Source: an optimization exercise on an open RTL-to-GDS flow (aim: a short achievable clock period and few clock cycles). Production flows keep margins and buffers that such runs may drop. Function was checked by simulation only, so behaviour that the tests miss may differ from the original. Power figures rest on the tool's default switching activity, not on a simulated workload.

## lc3b_pipeline
module lc3b_pipeline
#(
    parameter logic [15:0] RESET_PC = 16'h0000
)
(
    input  logic        clk,
    input  logic        rst,
    output logic        imem_read,
    output logic [15:0] imem_address,
    input  logic        imem_resp,
    input  logic [15:0] imem_rdata,
    output logic        dmem_read,
    output logic        dmem_write,
    output logic [15:0] dmem_address,
    output logic [15:0] dmem_wdata,
    output logic [1:0]  dmem_byte_enable,
    input  logic        dmem_resp,
    input  logic [15:0] dmem_rdata
);
For scale: about 2100 cells after synthesis, roughly 390 flip-flops, roughly 89 I/O pins, ~0.020 sq mm of cells after synthesis.
==> flow/config.mk <==
export PLATFORM = sky130hd
export DESIGN_NAME = lc3b_pipeline
export DESIGN_NICKNAME = lc3b_pipeline
export VERILOG_FILES = /design/flow/design.v
export SDC_FILE = /design/flow/constraint.sdc
export NUM_CORES = 4
export LEC_CHECK = 0
export ABC_CLOCK_PERIOD_IN_PS = 2000
export CAP_MARGIN = 20
export CORE_MARGIN = 2
export CORE_UTILIZATION = 40
export SETUP_SLACK_MARGIN = 2.5
export SLEW_MARGIN = 20
==> flow/constraint.sdc <==
create_clock -name core_clock -period 4.5 [get_ports {clk}]
set_input_delay 0.9000 -clock core_clock [delete_from_list [all_inputs] [get_ports {clk}]]
set_output_delay 0.9000 -clock core_clock [all_outputs]
set_load 0.01 [all_outputs]
standard.sh (not shown) runs the stock make flow with config.mk's settings and CLKGATE_MAP_FILE= SYNTH_SCRIPT=/design/flow/synth_recipe.tcl, a recipe that flattens the netlist after the stock synthesis.
==> flow/flow/run.sh <==
#!/bin/bash
# Standard layout with these changes: ports buffered with buf_4 instead of the
# smallest buffer; the resizer free to change a cell's footprint; adders left
# to ABC as plain logic instead of full/half-adder cells; and a few slow
# gates (majority, the 3x2 AND-OR-invert that comes in one size, and the
# 4-high OR and AND-OR stacks) kept out of the
# combinational logic, on top of the platform's own don't-use list.
set -euo pipefail
PLATFORM_DONT_USE="sky130_fd_sc_hd__probe_p_8 sky130_fd_sc_hd__probec_p_8 sky130_fd_sc_hd__lpflow_bleeder_1 sky130_fd_sc_hd__lpflow_clkbufkapwr_1 sky130_fd_sc_hd__lpflow_clkbufkapwr_16 sky130_fd_sc_hd__lpflow_clkbufkapwr_2 sky130_fd_sc_hd__lpflow_clkbufkapwr_4 sky130_fd_sc_hd__lpflow_clkbufkapwr_8 sky130_fd_sc_hd__lpflow_clkinvkapwr_1 sky130_fd_sc_hd__lpflow_clkinvkapwr_16 sky130_fd_sc_hd__lpflow_clkinvkapwr_2 sky130_fd_sc_hd__lpflow_clkinvkapwr_4 sky130_fd_sc_hd__lpflow_clkinvkapwr_8 sky130_fd_sc_hd__lpflow_decapkapwr_12 sky130_fd_sc_hd__lpflow_decapkapwr_3 sky130_fd_sc_hd__lpflow_decapkapwr_4 sky130_fd_sc_hd__lpflow_decapkapwr_6 sky130_fd_sc_hd__lpflow_decapkapwr_8 sky130_fd_sc_hd__lpflow_inputiso0n_1 sky130_fd_sc_hd__lpflow_inputiso0p_1 sky130_fd_sc_hd__lpflow_inputiso1n_1 sky130_fd_sc_hd__lpflow_inputiso1p_1 sky130_fd_sc_hd__lpflow_inputisolatch_1 sky130_fd_sc_hd__lpflow_isobufsrc_1 sky130_fd_sc_hd__lpflow_isobufsrc_16 sky130_fd_sc_hd__lpflow_isobufsrc_2 sky130_fd_sc_hd__lpflow_isobufsrc_4 sky130_fd_sc_hd__lpflow_isobufsrc_8 sky130_fd_sc_hd__lpflow_isobufsrckapwr_16 sky130_fd_sc_hd__lpflow_lsbuf_lh_hl_isowell_tap_1 sky130_fd_sc_hd__lpflow_lsbuf_lh_hl_isowell_tap_2 sky130_fd_sc_hd__lpflow_lsbuf_lh_hl_isowell_tap_4 sky130_fd_sc_hd__lpflow_lsbuf_lh_isowell_4 sky130_fd_sc_hd__lpflow_lsbuf_lh_isowell_tap_1 sky130_fd_sc_hd__lpflow_lsbuf_lh_isowell_tap_2 sky130_fd_sc_hd__lpflow_lsbuf_lh_isowell_tap_4"
SLOW="sky130_fd_sc_hd__a2111o_1 sky130_fd_sc_hd__a2111o_2 sky130_fd_sc_hd__a2111o_4 sky130_fd_sc_hd__a2111oi_0 sky130_fd_sc_hd__a2111oi_1 sky130_fd_sc_hd__a2111oi_2 sky130_fd_sc_hd__a2111oi_4 sky130_fd_sc_hd__a222oi_1 sky130_fd_sc_hd__maj3_1 sky130_fd_sc_hd__maj3_2 sky130_fd_sc_hd__maj3_4 sky130_fd_sc_hd__nor4_1 sky130_fd_sc_hd__nor4_2 sky130_fd_sc_hd__nor4_4 sky130_fd_sc_hd__nor4b_1 sky130_fd_sc_hd__nor4b_2 sky130_fd_sc_hd__nor4b_4 sky130_fd_sc_hd__nor4bb_1 sky130_fd_sc_hd__nor4bb_2 sky130_fd_sc_hd__nor4bb_4 sky130_fd_sc_hd__o2111a_1 sky130_fd_sc_hd__o2111a_2 sky130_fd_sc_hd__o2111a_4 sky130_fd_sc_hd__o2111ai_1 sky130_fd_sc_hd__o2111ai_2 sky130_fd_sc_hd__o2111ai_4 sky130_fd_sc_hd__or4_1 sky130_fd_sc_hd__or4_2 sky130_fd_sc_hd__or4_4 sky130_fd_sc_hd__or4b_1 sky130_fd_sc_hd__or4b_2 sky130_fd_sc_hd__or4b_4 sky130_fd_sc_hd__or4bb_1 sky130_fd_sc_hd__or4bb_2 sky130_fd_sc_hd__or4bb_4 "
bash standard.sh "BUFFER_PORTS_ARGS=-buffer_cell sky130_fd_sc_hd__buf_4" MATCH_CELL_FOOTPRINT=0 ADDER_MAP_FILE= \
    "DONT_USE_CELLS=$PLATFORM_DONT_USE $SLOW" finish > make_finish.log 2>&1
Testbench counts at the start, summed over its fixed seeds: cycles 72,892.
==> next run, changes <==
--- a/flow/flow/run.sh
+++ b/flow/flow/run.sh
@@ -5,2 +5 @@
-# gates (majority, the 3x2 AND-OR-invert that comes in one size, and the
-# 4-high OR and AND-OR stacks) kept out of the
+# gates (majority, and the 3x2 AND-OR-invert that comes in one size) kept out of the
@@ -10 +9 @@
-SLOW="sky130_fd_sc_hd__a2111o_1 sky130_fd_sc_hd__a2111o_2 sky130_fd_sc_hd__a2111o_4 sky130_fd_sc_hd__a2111oi_0 sky130_fd_sc_hd__a2111oi_1 sky130_fd_sc_hd__a2111oi_2 sky130_fd_sc_hd__a2111oi_4 sky130_fd_sc_hd__a222oi_1 sky130_fd_sc_hd__maj3_1 sky130_fd_sc_hd__maj3_2 sky130_fd_sc_hd__maj3_4 sky130_fd_sc_hd__nor4_1 sky130_fd_sc_hd__nor4_2 sky130_fd_sc_hd__nor4_4 sky130_fd_sc_hd__nor4b_1 sky130_fd_sc_hd__nor4b_2 sky130_fd_sc_hd__nor4b_4 sky130_fd_sc_hd__nor4bb_1 sky130_fd_sc_hd__nor4bb_2 sky130_fd_sc_hd__nor4bb_4 sky130_fd_sc_hd__o2111a_1 sky130_fd_sc_hd__o2111a_2 sky130_fd_sc_hd__o2111a_4 sky130_fd_sc_hd__o2111ai_1 sky130_fd_sc_hd__o2111ai_2 sky130_fd_sc_hd__o2111ai_4 sky130_fd_sc_hd__or4_1 sky130_fd_sc_hd__or4_2 sky130_fd_sc_hd__or4_4 sky130_fd_sc_hd__or4b_1 sky130_fd_sc_hd__or4b_2 sky130_fd_sc_hd__or4b_4 sky130_fd_sc_hd__or4bb_1 sky130_fd_sc_hd__or4bb_2 sky130_fd_sc_hd__or4bb_4 "
+SLOW="sky130_fd_sc_hd__maj3_1 sky130_fd_sc_hd__maj3_2 sky130_fd_sc_hd__maj3_4 sky130_fd_sc_hd__a222oi_1"
After rerunning: The new run ran to the end with no violations; final area rises by 2.3%; clock-buffer cell count falls by 13; sequential power stays flat; die area is lower by 0.42%.

==> re-timing with driven ports <==
In the flow no input, the clock included, has a driving cell. The finished layouts below were timed again as built, in two steps. Step 1 assumes that a clkbuf_16 drives the clock port and a buf_2 every other input. Step 2 also shifts input and output timing later by t, the mid clock arrival at the registers, as if the neighbouring blocks saw the same clock. Slacks: no drivers / after step 1 / after step 2; pairs: no drivers / after step 1.
run | shift t [ns] | setup WS [ns] | worst data-port slew with drivers (ns)
the first run | 0.643 | 2.099 / 2.099 / 1.711 | 0.10
the second run | 0.627 | 2.166 / 2.166 / 1.662 | 0.08
After both steps every run listed still meets setup and hold. The setup slack of the second run, which loses most, moves by 0.000 ns with the drivers and by -0.504 ns with both steps.
